This is an optimization exercise on Yosys and OpenROAD, whose aim is small area and a short achievable clock period, not a production implementation. RTL that was checked went through simulation tests only; none was proved equivalent to the original.

==> onyx <==
==> flow/design.v <==
module mem_map_ctrl #(
  parameter logic [15:0] RAM_BASE  = 16'h0200,
  parameter int unsigned RAM_WORDS = 256,
  parameter logic [15:0] ROM_BASE  = 16'hC000,
  parameter logic [3:0]  RAM_WS    = 4'd0,
  parameter logic [3:0]  ROM_WS    = 4'd1
) (
  input  logic        clk,
  input  logic        rst_n,
  input  logic        req,
  input  logic [15:0] MAB_in,
  input  logic [15:0] MDB_in,
  input  logic        MW,
  input  logic        BW,
  output logic [15:0] MDB_out,
  output logic        rdy,
  output logic        fault,
  output logic [15:0] fault_addr,
  output logic [15:0] rom_addr,
  input  logic [15:0] rom_data
);
  logic [15:0] mem [256];
  logic        ram_q, rom1_q, rom2_q;
  logic        free;
  logic [15:0] sa_q, sb_q;       
  logic [7:0]  wlo_q, whi_q;
  logic        bw_q, lane_q;
  logic        rd_q;             
  logic        wl_q, wh_q;       
  logic        pl_q, ph_q;       
  logic        rdy_q, fault_q;
  logic [15:0] mdb_out_q;
  logic [15:0] fault_addr_q;
  logic [12:0] rom_addr_q;
  logic ram_hit, rom_hit, misal, f_any, ok_ram, ok_rom, accept;
  always_comb begin
    ram_hit = (MAB_in[15:9] == 7'b0000001);
    rom_hit = MAB_in[15] & MAB_in[14];
    misal   = !BW & MAB_in[0];
    f_any   = !(ram_hit | rom_hit) | misal | (rom_hit & MW);
    ok_ram  = ram_hit & !misal;
    ok_rom  = rom_hit & !misal & !MW;
    free    = !(ram_q | rom1_q | rom2_q);
    accept  = free & req;
  end
  logic [15:0] src, rd_val;
  always_ff @(posedge clk) begin
    if (!rst_n) begin
      ram_q        <= 1'b0;
      rom1_q       <= 1'b0;
      rom2_q       <= 1'b0;
      rd_q         <= 1'b0;
      wl_q         <= 1'b0;
      wh_q         <= 1'b0;
      rdy_q        <= 1'b0;
      fault_q      <= 1'b0;
      mdb_out_q    <= 16'h0000;
      fault_addr_q <= 16'h0000;
      rom_addr_q   <= 13'h0000;
    end else begin
      ram_q   <= accept & ok_ram;
      rom1_q  <= accept & ok_rom;
      rom2_q  <= rom1_q;
      rd_q    <= accept & ok_ram & !MW;
      wl_q    <= accept & ok_ram & MW & !(BW & MAB_in[0]);
      wh_q    <= accept & ok_ram & MW & !(BW & !MAB_in[0]);
      rdy_q   <= (accept & f_any) | ram_q | rom2_q;
      fault_q <= accept & f_any;
      if (accept & f_any) fault_addr_q <= MAB_in;
      if (accept & ok_rom) rom_addr_q <= MAB_in[13:1];
      if (rd_q | rom2_q) mdb_out_q <= rd_val;
    end
  end
  always_ff @(posedge clk) begin
    pl_q <= wl_q & rst_n;
    ph_q <= wh_q & rst_n;
  end
  always_ff @(posedge clk) begin
    if (free) begin
      for (int i = 0; i < 16; i++) begin
        sa_q[i] <= (MAB_in[8:5] == 4'(i));
        sb_q[i] <= (MAB_in[4:1] == 4'(i));
      end
      wlo_q  <= MDB_in[7:0];
      whi_q  <= BW ? MDB_in[7:0] : MDB_in[15:8];
      bw_q   <= BW;
      lane_q <= MAB_in[0];
    end
  end
  logic [15:0] pa_lo, pa_hi, npa_lo, npa_hi, nsb;
  always_comb begin
    pa_lo  = sa_q & {16{pl_q}};
    pa_hi  = sa_q & {16{ph_q}};
    npa_lo = ~pa_lo;
    npa_hi = ~pa_hi;
    nsb    = ~sb_q;
  end
  logic [15:0]  mem_n [256];
  logic [255:0] ns;              
  for (genvar r = 0; r < 256; r++) begin : g_row
    logic we_lo, nwe_lo, we_hi, nwe_hi;
    mm_sel u_sel (.a(sa_q[r/16]), .b(sb_q[r%16]), .y(ns[r]));
    mm_wen u_lo (.p(pa_lo[r/16]), .np(npa_lo[r/16]), .s(sb_q[r%16]), .ns(nsb[r%16]),
                 .we(we_lo), .nwe(nwe_lo));
    mm_wen u_hi (.p(pa_hi[r/16]), .np(npa_hi[r/16]), .s(sb_q[r%16]), .ns(nsb[r%16]),
                 .we(we_hi), .nwe(nwe_hi));
    for (genvar b = 0; b < 16; b++) begin : g_bit
      if (b < 8) begin : g_lo
        mm_ld u (.q(mem[r][b]), .d(wlo_q[b]), .we(we_lo), .nwe(nwe_lo), .n(mem_n[r][b]));
      end else begin : g_hi
        mm_ld u (.q(mem[r][b]), .d(whi_q[b-8]), .we(we_hi), .nwe(nwe_hi), .n(mem_n[r][b]));
      end
    end
  end
  always_ff @(posedge clk) begin
    for (int r = 0; r < 256; r++) mem[r] <= mem_n[r];
  end
  logic [15:0] ram_nword;
  for (genvar b = 0; b < 16; b++) begin : g_rd
    logic [127:0] y;
    logic [63:0]  z;
    logic [15:0]  w;
    logic [3:0]   v;
    for (genvar p = 0; p < 128; p++) begin : g_y
      mm_o22i u (.a0(mem[2*p][b]), .b0(ns[2*p]), .a1(mem[2*p+1][b]), .b1(ns[2*p+1]), .y(y[p]));
    end
    for (genvar q = 0; q < 64; q++) begin : g_z
      mm_nor2 u (.a(y[2*q]), .b(y[2*q+1]), .y(z[q]));
    end
    for (genvar k = 0; k < 16; k++) begin : g_w
      mm_nand4 u (.a(z[4*k]), .b(z[4*k+1]), .c(z[4*k+2]), .d(z[4*k+3]), .y(w[k]));
    end
    for (genvar m = 0; m < 4; m++) begin : g_v
      mm_nor4 u (.a(w[4*m]), .b(w[4*m+1]), .c(w[4*m+2]), .d(w[4*m+3]), .y(v[m]));
    end
    mm_nand4 u_n (.a(v[0]), .b(v[1]), .c(v[2]), .d(v[3]), .y(ram_nword[b]));
  end
  always_comb begin
    src    = rom2_q ? rom_data : ~ram_nword;
    rd_val = bw_q ? {8'h00, lane_q ? src[15:8] : src[7:0]} : src;
  end
  assign MDB_out    = mdb_out_q;
  assign rdy        = rdy_q;
  assign fault      = fault_q;
  assign fault_addr = fault_addr_q;
  assign rom_addr   = {3'b000, rom_addr_q};
endmodule
module mm_ld (input logic q, d, we, nwe, output logic n);
  assign n = (q & nwe) | (d & we);
endmodule
module mm_wen (input logic p, np, s, ns, output logic we, nwe);
  assign we  = ~(np | ns);
  assign nwe = ~(p & s);
endmodule
module mm_sel (input logic a, b, output logic y);
  assign y = ~(a & b);
endmodule
module mm_o22i (input logic a0, b0, a1, b1, output logic y);
  assign y = ~((a0 | b0) & (a1 | b1));
endmodule
module mm_nor2 (input logic a, b, output logic y);
  assign y = ~(a | b);
endmodule
module mm_nor4 (input logic a, b, c, d, output logic y);
  assign y = ~(a | b | c | d);
endmodule
module mm_nand4 (input logic a, b, c, d, output logic y);
  assign y = ~(a & b & c & d);
endmodule
==> flow/run.sh <==
#!/bin/bash
# synth_recipe.tcl (not shown) runs the flow's synth.tcl, then flattens the netlist and writes it again
# the make line also repeats each setting of config.mk as NAME=value (left out here)
make -C /OpenROAD-flow-scripts/flow DESIGN_CONFIG=/design/flow/config.mk WORK_HOME=/design/flow/orfs CLKGATE_MAP_FILE= SYNTH_SCRIPT=/design/flow/synth_recipe.tcl finish
==> flow/config.mk <==
export PLATFORM = sky130hd
export DESIGN_NAME = mem_map_ctrl
export DESIGN_NICKNAME = mem_map_ctrl
export VERILOG_FILES = /design/flow/design.v
export SDC_FILE = /design/flow/constraint.sdc
export NUM_CORES = 4
export LEC_CHECK = 0
export CAP_MARGIN = 20
export CORE_MARGIN = 2
export CORE_UTILIZATION = 65
export CTS_CLUSTER_DIAMETER = 80
export CTS_CLUSTER_SIZE = 30
export PLACE_DENSITY = 0.72
export SETUP_SLACK_MARGIN = 2.0
export SLEW_MARGIN = 20
export SYNTH_HIERARCHICAL = 1
export TNS_END_PERCENT = 20
==> flow/constraint.sdc <==
create_clock -name core_clock -period 5.5 [get_ports {clk}]
set_input_delay 1.1000 -clock core_clock [delete_from_list [all_inputs] [get_ports {clk}]]
set_output_delay 1.1000 -clock core_clock [all_outputs]
set_load 0.01 [all_outputs]
==> inputs of harbor, as changes to onyx <==
==> flow/design.v, changed modules only <==
module mem_map_ctrl #(
  parameter logic [15:0] RAM_BASE  = 16'h0200,
  parameter int unsigned RAM_WORDS = 256,
  parameter logic [15:0] ROM_BASE  = 16'hC000,
  parameter logic [3:0]  RAM_WS    = 4'd0,
  parameter logic [3:0]  ROM_WS    = 4'd1
) (
  input  logic        clk,
  input  logic        rst_n,
  input  logic        req,
  input  logic [15:0] MAB_in,
  input  logic [15:0] MDB_in,
  input  logic        MW,
  input  logic        BW,
  output logic [15:0] MDB_out,
  output logic        rdy,
  output logic        fault,
  output logic [15:0] fault_addr,
  output logic [15:0] rom_addr,
  input  logic [15:0] rom_data
);
  logic [15:0] mem [256];
  logic        ram_q, rom1_q, rom2_q;
  logic        free;
  logic [15:0] nsa_q, nsb_q;     
  logic [15:0] ra_q, rb_q;       
  logic [7:0]  wlo_q, whi_q;
  logic        bw_q, lane_q;
  logic        rd_q;             
  logic        sll_q, shl_q, shh_q;   
  logic        wl_q, wh_q;       
  logic        pl_q, ph_q;       
  logic        rdy_q, fault_q;
  logic [15:0] mdb_out_q;
  logic [15:0] fault_addr_q;
  logic [12:0] rom_addr_q;
  logic ram_hit, rom_hit, misal, f_any, ok_ram, ok_rom, accept;
  always_comb begin
    ram_hit = (MAB_in[15:9] == 7'b0000001);
    rom_hit = MAB_in[15] & MAB_in[14];
    misal   = !BW & MAB_in[0];
    f_any   = !(ram_hit | rom_hit) | misal | (rom_hit & MW);
    ok_ram  = ram_hit & !misal;
    ok_rom  = rom_hit & !misal & !MW;
    free    = !(ram_q | rom1_q | rom2_q);
    accept  = free & req;
  end
  always_ff @(posedge clk) begin
    if (!rst_n) begin
      ram_q        <= 1'b0;
      rom1_q       <= 1'b0;
      rom2_q       <= 1'b0;
      rd_q         <= 1'b0;
      sll_q        <= 1'b0;
      shl_q        <= 1'b0;
      shh_q        <= 1'b0;
      wl_q         <= 1'b0;
      wh_q         <= 1'b0;
      rdy_q        <= 1'b0;
      fault_q      <= 1'b0;
      fault_addr_q <= 16'h0000;
      rom_addr_q   <= 13'h0000;
    end else begin
      ram_q   <= accept & ok_ram;
      rom1_q  <= accept & ok_rom;
      rom2_q  <= rom1_q;
      rd_q    <= accept & ok_ram & !MW;
      sll_q   <= accept & ok_ram & !MW & !(BW & MAB_in[0]);
      shl_q   <= accept & ok_ram & !MW & BW & MAB_in[0];
      shh_q   <= accept & ok_ram & !MW & !BW;
      wl_q    <= accept & ok_ram & MW & !(BW & MAB_in[0]);
      wh_q    <= accept & ok_ram & MW & !(BW & !MAB_in[0]);
      rdy_q   <= (accept & f_any) | ram_q | rom2_q;
      fault_q <= accept & f_any;
      if (accept & f_any) fault_addr_q <= MAB_in;
      if (accept & ok_rom) rom_addr_q <= MAB_in[13:1];
    end
  end
  always_ff @(posedge clk) mdb_out_q <= mdb_n;
  always_ff @(posedge clk) begin
    pl_q <= wl_q & rst_n;
    ph_q <= wh_q & rst_n;
  end
  always_ff @(posedge clk) begin
    if (free) begin
      for (int i = 0; i < 16; i++) begin
        nsa_q[i] <= (MAB_in[8:5] != 4'(i));
        nsb_q[i] <= (MAB_in[4:1] != 4'(i));
      end
      wlo_q  <= MDB_in[7:0];
      whi_q  <= BW ? MDB_in[7:0] : MDB_in[15:8];
      bw_q   <= BW;
      lane_q <= MAB_in[0];
    end
  end
  always_ff @(posedge clk) begin
    for (int i = 0; i < 16; i++) begin
      ra_q[i] <= (MAB_in[8:5] == 4'(i));
      rb_q[i] <= (MAB_in[4:1] == 4'(i));
    end
  end
  logic [15:0] pa_lo, pa_hi, npa_lo, npa_hi, sb;
  always_comb begin
    pa_lo  = ~nsa_q & {16{pl_q}};
    pa_hi  = ~nsa_q & {16{ph_q}};
    npa_lo = ~pa_lo;
    npa_hi = ~pa_hi;
    sb     = ~nsb_q;
  end
  logic [15:0]  mem_n [256];
  logic [255:0] ns;              
  for (genvar r = 0; r < 256; r++) begin : g_row
    logic we_lo, nwe_lo, we_hi, nwe_hi;
    mm_sel u_sel (.a(ra_q[r/16]), .b(rb_q[r%16]), .y(ns[r]));
    mm_wen u_lo (.p(pa_lo[r/16]), .np(npa_lo[r/16]), .s(sb[r%16]), .ns(nsb_q[r%16]),
                 .we(we_lo), .nwe(nwe_lo));
    mm_wen u_hi (.p(pa_hi[r/16]), .np(npa_hi[r/16]), .s(sb[r%16]), .ns(nsb_q[r%16]),
                 .we(we_hi), .nwe(nwe_hi));
    for (genvar b = 0; b < 16; b++) begin : g_bit
      if (b < 8) begin : g_lo
        mm_ld u (.q(mem[r][b]), .d(wlo_q[b]), .we(we_lo), .nwe(nwe_lo), .n(mem_n[r][b]));
      end else begin : g_hi
        mm_ld u (.q(mem[r][b]), .d(whi_q[b-8]), .we(we_hi), .nwe(nwe_hi), .n(mem_n[r][b]));
      end
    end
  end
  always_ff @(posedge clk) begin
    for (int r = 0; r < 256; r++) mem[r] <= mem_n[r];
  end
  logic [15:0] ram_word;
  for (genvar b = 0; b < 16; b++) begin : g_rd
    logic [127:0] y1;
    logic [63:0]  y2;
    logic [31:0]  y3;
    logic [15:0]  y4;
    logic [7:0]   y5;
    logic [3:0]   y6;
    logic [1:0]   y7;
    for (genvar p = 0; p < 128; p++) begin : g_1
      mm_o22i u (.a0(mem[2*p][b]), .b0(ns[2*p]), .a1(mem[2*p+1][b]), .b1(ns[2*p+1]), .y(y1[p]));
    end
    for (genvar i = 0; i < 64; i++) begin : g_2
      mm_nor2 u (.a(y1[2*i]), .b(y1[2*i+1]), .y(y2[i]));
    end
    for (genvar i = 0; i < 32; i++) begin : g_3
      mm_nand2 u (.a(y2[2*i]), .b(y2[2*i+1]), .y(y3[i]));
    end
    for (genvar i = 0; i < 16; i++) begin : g_4
      mm_nor2 u (.a(y3[2*i]), .b(y3[2*i+1]), .y(y4[i]));
    end
    for (genvar i = 0; i < 8; i++) begin : g_5
      mm_nand2 u (.a(y4[2*i]), .b(y4[2*i+1]), .y(y5[i]));
    end
    for (genvar i = 0; i < 4; i++) begin : g_6
      mm_nor2 u (.a(y5[2*i]), .b(y5[2*i+1]), .y(y6[i]));
    end
    for (genvar i = 0; i < 2; i++) begin : g_7
      mm_nand2 u (.a(y6[2*i]), .b(y6[2*i+1]), .y(y7[i]));
    end
    mm_nor2 u_8 (.a(y7[0]), .b(y7[1]), .y(ram_word[b]));
  end
  logic [15:0] mdb_n, oth;
  logic [15:0] rom_v;
  logic        sll, shl, shh;
  always_comb begin
    rom_v = bw_q ? {8'h00, lane_q ? rom_data[15:8] : rom_data[7:0]} : rom_data;
    for (int b = 0; b < 16; b++)
      oth[b] = rst_n & (rom2_q ? rom_v[b] : (rd_q ? 1'b0 : mdb_out_q[b]));
    sll = sll_q & rst_n;
    shl = shl_q & rst_n;
    shh = shh_q & rst_n;
  end
  for (genvar b = 0; b < 8; b++) begin : g_mlo
    mm_mlo u (.w0(ram_word[b]), .w1(ram_word[b+8]), .s0(sll), .s1(shl), .o(oth[b]), .y(mdb_n[b]));
  end
  for (genvar b = 8; b < 16; b++) begin : g_mhi
    mm_mhi u (.w(ram_word[b]), .s(shh), .o(oth[b]), .y(mdb_n[b]));
  end
  assign MDB_out    = mdb_out_q;
  assign rdy        = rdy_q;
  assign fault      = fault_q;
  assign fault_addr = fault_addr_q;
  assign rom_addr   = {3'b000, rom_addr_q};
endmodule
module mm_nand2 (input logic a, b, output logic y);
  assign y = ~(a & b);
endmodule
module mm_mlo (input logic w0, w1, s0, s1, o, output logic y);
  assign y = (s0 & w0) | (s1 & w1) | o;
endmodule
module mm_mhi (input logic w, s, o, output logic y);
  assign y = (s & w) | o;
endmodule
// module mm_nor4 removed
// module mm_nand4 removed
- SETUP_SLACK_MARGIN: 2.0 -> 3.0
- TNS_END_PERCENT: 20 -> default
==> inputs of delta, as changes to onyx <==
==> flow/design.v, changed modules only <==
module mem_map_ctrl #(
  parameter logic [15:0] RAM_BASE  = 16'h0200,
  parameter int unsigned RAM_WORDS = 256,
  parameter logic [15:0] ROM_BASE  = 16'hC000,
  parameter logic [3:0]  RAM_WS    = 4'd0,
  parameter logic [3:0]  ROM_WS    = 4'd1
) (
  input  logic        clk,
  input  logic        rst_n,
  input  logic        req,
  input  logic [15:0] MAB_in,
  input  logic [15:0] MDB_in,
  input  logic        MW,
  input  logic        BW,
  output logic [15:0] MDB_out,
  output logic        rdy,
  output logic        fault,
  output logic [15:0] fault_addr,
  output logic [15:0] rom_addr,
  input  logic [15:0] rom_data
);
  logic [15:0] mem [256];
  logic        ram_q, rom1_q, rom2_q;
  logic        free;
  logic [15:0] nsa_q, nsb_q;     
  logic [15:0] ra_q, rb_q;       
  logic [7:0]  wlo_q, whi_q;
  logic        bw_q, lane_q;
  logic        rd_q;             
  logic        nll_q, nhl_q, nhh_q;   
  logic        wl_q, wh_q;       
  logic        pl_q, ph_q;       
  logic        rdy_q, fault_q;
  logic [15:0] mdb_out_q;
  logic [15:0] fault_addr_q;
  logic [12:0] rom_addr_q;
  logic ram_hit, rom_hit, misal, f_any, ok_ram, ok_rom, accept;
  always_comb begin
    ram_hit = (MAB_in[15:9] == 7'b0000001);
    rom_hit = MAB_in[15] & MAB_in[14];
    misal   = !BW & MAB_in[0];
    f_any   = !(ram_hit | rom_hit) | misal | (rom_hit & MW);
    ok_ram  = ram_hit & !misal;
    ok_rom  = rom_hit & !misal & !MW;
    free    = !(ram_q | rom1_q | rom2_q);
    accept  = free & req;
  end
  always_ff @(posedge clk) begin
    if (!rst_n) begin
      ram_q        <= 1'b0;
      rom1_q       <= 1'b0;
      rom2_q       <= 1'b0;
      rd_q         <= 1'b0;
      nll_q        <= 1'b1;
      nhl_q        <= 1'b1;
      nhh_q        <= 1'b1;
      wl_q         <= 1'b0;
      wh_q         <= 1'b0;
      rdy_q        <= 1'b0;
      fault_q      <= 1'b0;
      fault_addr_q <= 16'h0000;
      rom_addr_q   <= 13'h0000;
    end else begin
      ram_q   <= accept & ok_ram;
      rom1_q  <= accept & ok_rom;
      rom2_q  <= rom1_q;
      rd_q    <= accept & ok_ram & !MW;
      nll_q   <= !(accept & ok_ram & !MW & !(BW & MAB_in[0]));
      nhl_q   <= !(accept & ok_ram & !MW & BW & MAB_in[0]);
      nhh_q   <= !(accept & ok_ram & !MW & !BW);
      wl_q    <= accept & ok_ram & MW & !(BW & MAB_in[0]);
      wh_q    <= accept & ok_ram & MW & !(BW & !MAB_in[0]);
      rdy_q   <= (accept & f_any) | ram_q | rom2_q;
      fault_q <= accept & f_any;
      if (accept & f_any) fault_addr_q <= MAB_in;
      if (accept & ok_rom) rom_addr_q <= MAB_in[13:1];
    end
  end
  always_ff @(posedge clk) mdb_out_q <= mdb_n;
  always_ff @(posedge clk) begin
    pl_q <= wl_q & rst_n;
    ph_q <= wh_q & rst_n;
  end
  always_ff @(posedge clk) begin
    if (free) begin
      for (int i = 0; i < 16; i++) begin
        nsa_q[i] <= (MAB_in[8:5] != 4'(i));
        nsb_q[i] <= (MAB_in[4:1] != 4'(i));
        ra_q[i] <= (MAB_in[8:5] == 4'(i));
        rb_q[i] <= (MAB_in[4:1] == 4'(i));
      end
      wlo_q  <= MDB_in[7:0];
      whi_q  <= BW ? MDB_in[7:0] : MDB_in[15:8];
      bw_q   <= BW;
      lane_q <= MAB_in[0];
    end
  end
  logic [15:0] pa_lo, pa_hi, npa_lo, npa_hi, sb;
  always_comb begin
    pa_lo  = ~nsa_q & {16{pl_q}};
    pa_hi  = ~nsa_q & {16{ph_q}};
    npa_lo = ~pa_lo;
    npa_hi = ~pa_hi;
    sb     = ~nsb_q;
  end
  logic [15:0]  mem_n [256];
  logic [255:0] ns;              
  for (genvar r = 0; r < 256; r++) begin : g_row
    logic we_lo, nwe_lo, we_hi, nwe_hi;
    mm_sel u_sel (.a(ra_q[r/16]), .b(rb_q[r%16]), .y(ns[r]));
    mm_wen u_lo (.p(pa_lo[r/16]), .np(npa_lo[r/16]), .s(sb[r%16]), .ns(nsb_q[r%16]),
                 .we(we_lo), .nwe(nwe_lo));
    mm_wen u_hi (.p(pa_hi[r/16]), .np(npa_hi[r/16]), .s(sb[r%16]), .ns(nsb_q[r%16]),
                 .we(we_hi), .nwe(nwe_hi));
    for (genvar b = 0; b < 16; b++) begin : g_bit
      if (b < 8) begin : g_lo
        mm_ld u (.q(mem[r][b]), .d(wlo_q[b]), .we(we_lo), .nwe(nwe_lo), .n(mem_n[r][b]));
      end else begin : g_hi
        mm_ld u (.q(mem[r][b]), .d(whi_q[b-8]), .we(we_hi), .nwe(nwe_hi), .n(mem_n[r][b]));
      end
    end
  end
  always_ff @(posedge clk) begin
    for (int r = 0; r < 256; r++) mem[r] <= mem_n[r];
  end
  logic [15:0] ram_nword;
  for (genvar b = 0; b < 16; b++) begin : g_rd
    logic [127:0] y;
    logic [63:0]  z;
    logic [15:0]  w;
    logic [3:0]   v;
    for (genvar p = 0; p < 128; p++) begin : g_y
      mm_o22i u (.a0(mem[2*p][b]), .b0(ns[2*p]), .a1(mem[2*p+1][b]), .b1(ns[2*p+1]), .y(y[p]));
    end
    for (genvar q = 0; q < 64; q++) begin : g_z
      mm_nor2 u (.a(y[2*q]), .b(y[2*q+1]), .y(z[q]));
    end
    for (genvar k = 0; k < 16; k++) begin : g_w
      mm_nand4 u (.a(z[4*k]), .b(z[4*k+1]), .c(z[4*k+2]), .d(z[4*k+3]), .y(w[k]));
    end
    for (genvar m = 0; m < 4; m++) begin : g_v
      mm_nor4 u (.a(w[4*m]), .b(w[4*m+1]), .c(w[4*m+2]), .d(w[4*m+3]), .y(v[m]));
    end
    mm_nand4 u_n (.a(v[0]), .b(v[1]), .c(v[2]), .d(v[3]), .y(ram_nword[b]));
  end
  logic [15:0] mdb_n, oth;
  logic [15:0] rom_v;
  logic        nll, nhl, nhh;
  always_comb begin
    rom_v = bw_q ? {8'h00, lane_q ? rom_data[15:8] : rom_data[7:0]} : rom_data;
    for (int b = 0; b < 16; b++)
      oth[b] = rst_n & (rom2_q ? rom_v[b] : (rd_q ? 1'b0 : mdb_out_q[b]));
    nll = nll_q | !rst_n;
    nhl = nhl_q | !rst_n;
    nhh = nhh_q | !rst_n;
  end
  for (genvar b = 0; b < 8; b++) begin : g_mlo
    mm_mlo u (.nw0(ram_nword[b]), .nw1(ram_nword[b+8]), .n0(nll), .n1(nhl), .o(oth[b]), .y(mdb_n[b]));
  end
  for (genvar b = 8; b < 16; b++) begin : g_mhi
    mm_mhi u (.nw(ram_nword[b]), .n(nhh), .o(oth[b]), .y(mdb_n[b]));
  end
  assign MDB_out    = mdb_out_q;
  assign rdy        = rdy_q;
  assign fault      = fault_q;
  assign fault_addr = fault_addr_q;
  assign rom_addr   = {3'b000, rom_addr_q};
endmodule
module mm_mlo (input logic nw0, nw1, n0, n1, o, output logic y);
  assign y = ~((n0 | nw0) & (n1 | nw1)) | o;
endmodule
module mm_mhi (input logic nw, n, o, output logic y);
  assign y = ~(n | nw) | o;
endmodule
- SETUP_SLACK_MARGIN: 2.0 -> 2.8
- TNS_END_PERCENT: 20 -> default
==> impl_metrics.tcl <==
set metrics [dict create \
    timing.hold.ws_ns 0.453 \
    met3_usage_pct 13.3 \
    seq_cell_count 4201 \
    slowest_stage "nand4_1" \
    hpwl_microns 362000 \
    status "no timing/DRC/antenna violations" \
    clockPowerShare_pct 31.1 \
    cts_made_buffers 165 \
    crit_chain "buf_4 > buf_4 > nand2_2 > o22ai_1 > nor2_2 > nand4_1 > nor4_2 > buf_4 > nand4_1 > a21oi_1 > o221ai_1 > a21boi_0" \
    peakVddDrop_mv 0.337 \
    cp.required_ns 6.31 \
    gr-usage-met2_pct 66.6 \
]
Source of the figures above: onyx

==> impl_metrics.tcl <==
set metrics [dict create \
    status "no timing/DRC/antenna violations" \
    timing.hold.ws_ns 0.457 \
    gr-total-overflow 0 \
    multi_input_area_sq_um 64900 \
    design_area_sq_um 165000 \
    drcViolationCount 0 \
    dieArea_sq_um 231000 \
    cts_made_buffers 165 \
    slowest_stage "nor4_4" \
    met3_usage_pct 16.9 \
    grt.busiest_layer "met2" \
    hpwl_microns 378000 \
    peakVddDrop_mv 0.359 \
    slew_headroom_pct 5.05 \
    cp.required_ns 6.30 \
    clockPowerShare_pct 31.1 \
    syn_avg_cell_area_sq_um 11.0 \
    crit_chain "buf_6 > buf_6 > nand2_8 > buf_4 > o22ai_1 > nor2_2 > nand4_1 > nor4_4 > nand4_1 > o221ai_2" \
    tap_cells 2992 \
    gr-usage-met2_pct 70.6 \
]
Source of the figures above: delta

==> impl_metrics.tcl <==
set metrics [dict create \
    status "no timing/DRC/antenna violations" \
    regArea_sq_um 85500 \
    start_util_pct 65.4 \
    cts_made_buffers 166 \
    clockPowerShare_pct 32.0 \
    crit_chain "buf_16 > nand2_4 > o22ai_1 > nor2_1 > nand2_1 > nor2_1 > nand2_1 > nor2_4 > nand2_2 > nor2_1 > a221o_1" \
    peakVddDrop_mv 0.347 \
    met3_usage_pct 14.7 \
    cp.required_ns 6.36 \
    hpwl_microns 355000 \
    slowest_stage "dfxtp_4" \
    post_cts_buffers 80 \
    clk-power_mw 15.7 \
    hold_path.class "reg -> reg" \
    grt_pass1_vias 126000 \
    gr-usage-met2_pct 67.0 \
    routed.top_layer "met5" \
    finalMaxSlewViolations 0 \
    timing.hold.ws_ns 0.459 \
    n_all_inverters 84 \
    post-route-min-period_ns 2.66 \
    p_leak_nw 69.0 \
]
Source of the figures above: harbor

Only the layout flow was run in onyx; the RTL was not checked for function there.

## afterwards: timing with drivers on the ports
In the flow no input, the clock included, has a driving cell. The finished layouts below were timed again as built, in two steps.
Step 1: set_driving_cell puts a clkbuf_16 on clk and a buf_2 on each other input, an assumption about the parent block.
Step 2 also shifts input and output timing later by t, the mid clock arrival at the registers, as if the neighbouring blocks saw the same clock.
a / b / c = ideal ports / drivers / drivers and shift; a / b = the first two.
| run | t (ns) | setup WS [ns] | hold slack, ns | pins driven straight from the clock port |
|---|---|---|---|---|
| onyx | 0.979 | 1.828 / 1.828 / 1.595 | 0.453 / 0.453 / 0.453 | 1 |
| harbor | 0.996 | 2.843 / 2.768 / 2.037 | 0.459 / 0.459 / 0.459 | 1 |
| delta | 1.000 | 2.011 / 2.011 / 1.785 | 0.457 / 0.457 / 0.457 | 1 |
After both steps setup and hold are still met in every run listed. The setup slack of harbor, which loses most, moves by -0.075 ns with the drivers and by -0.806 ns with both steps.
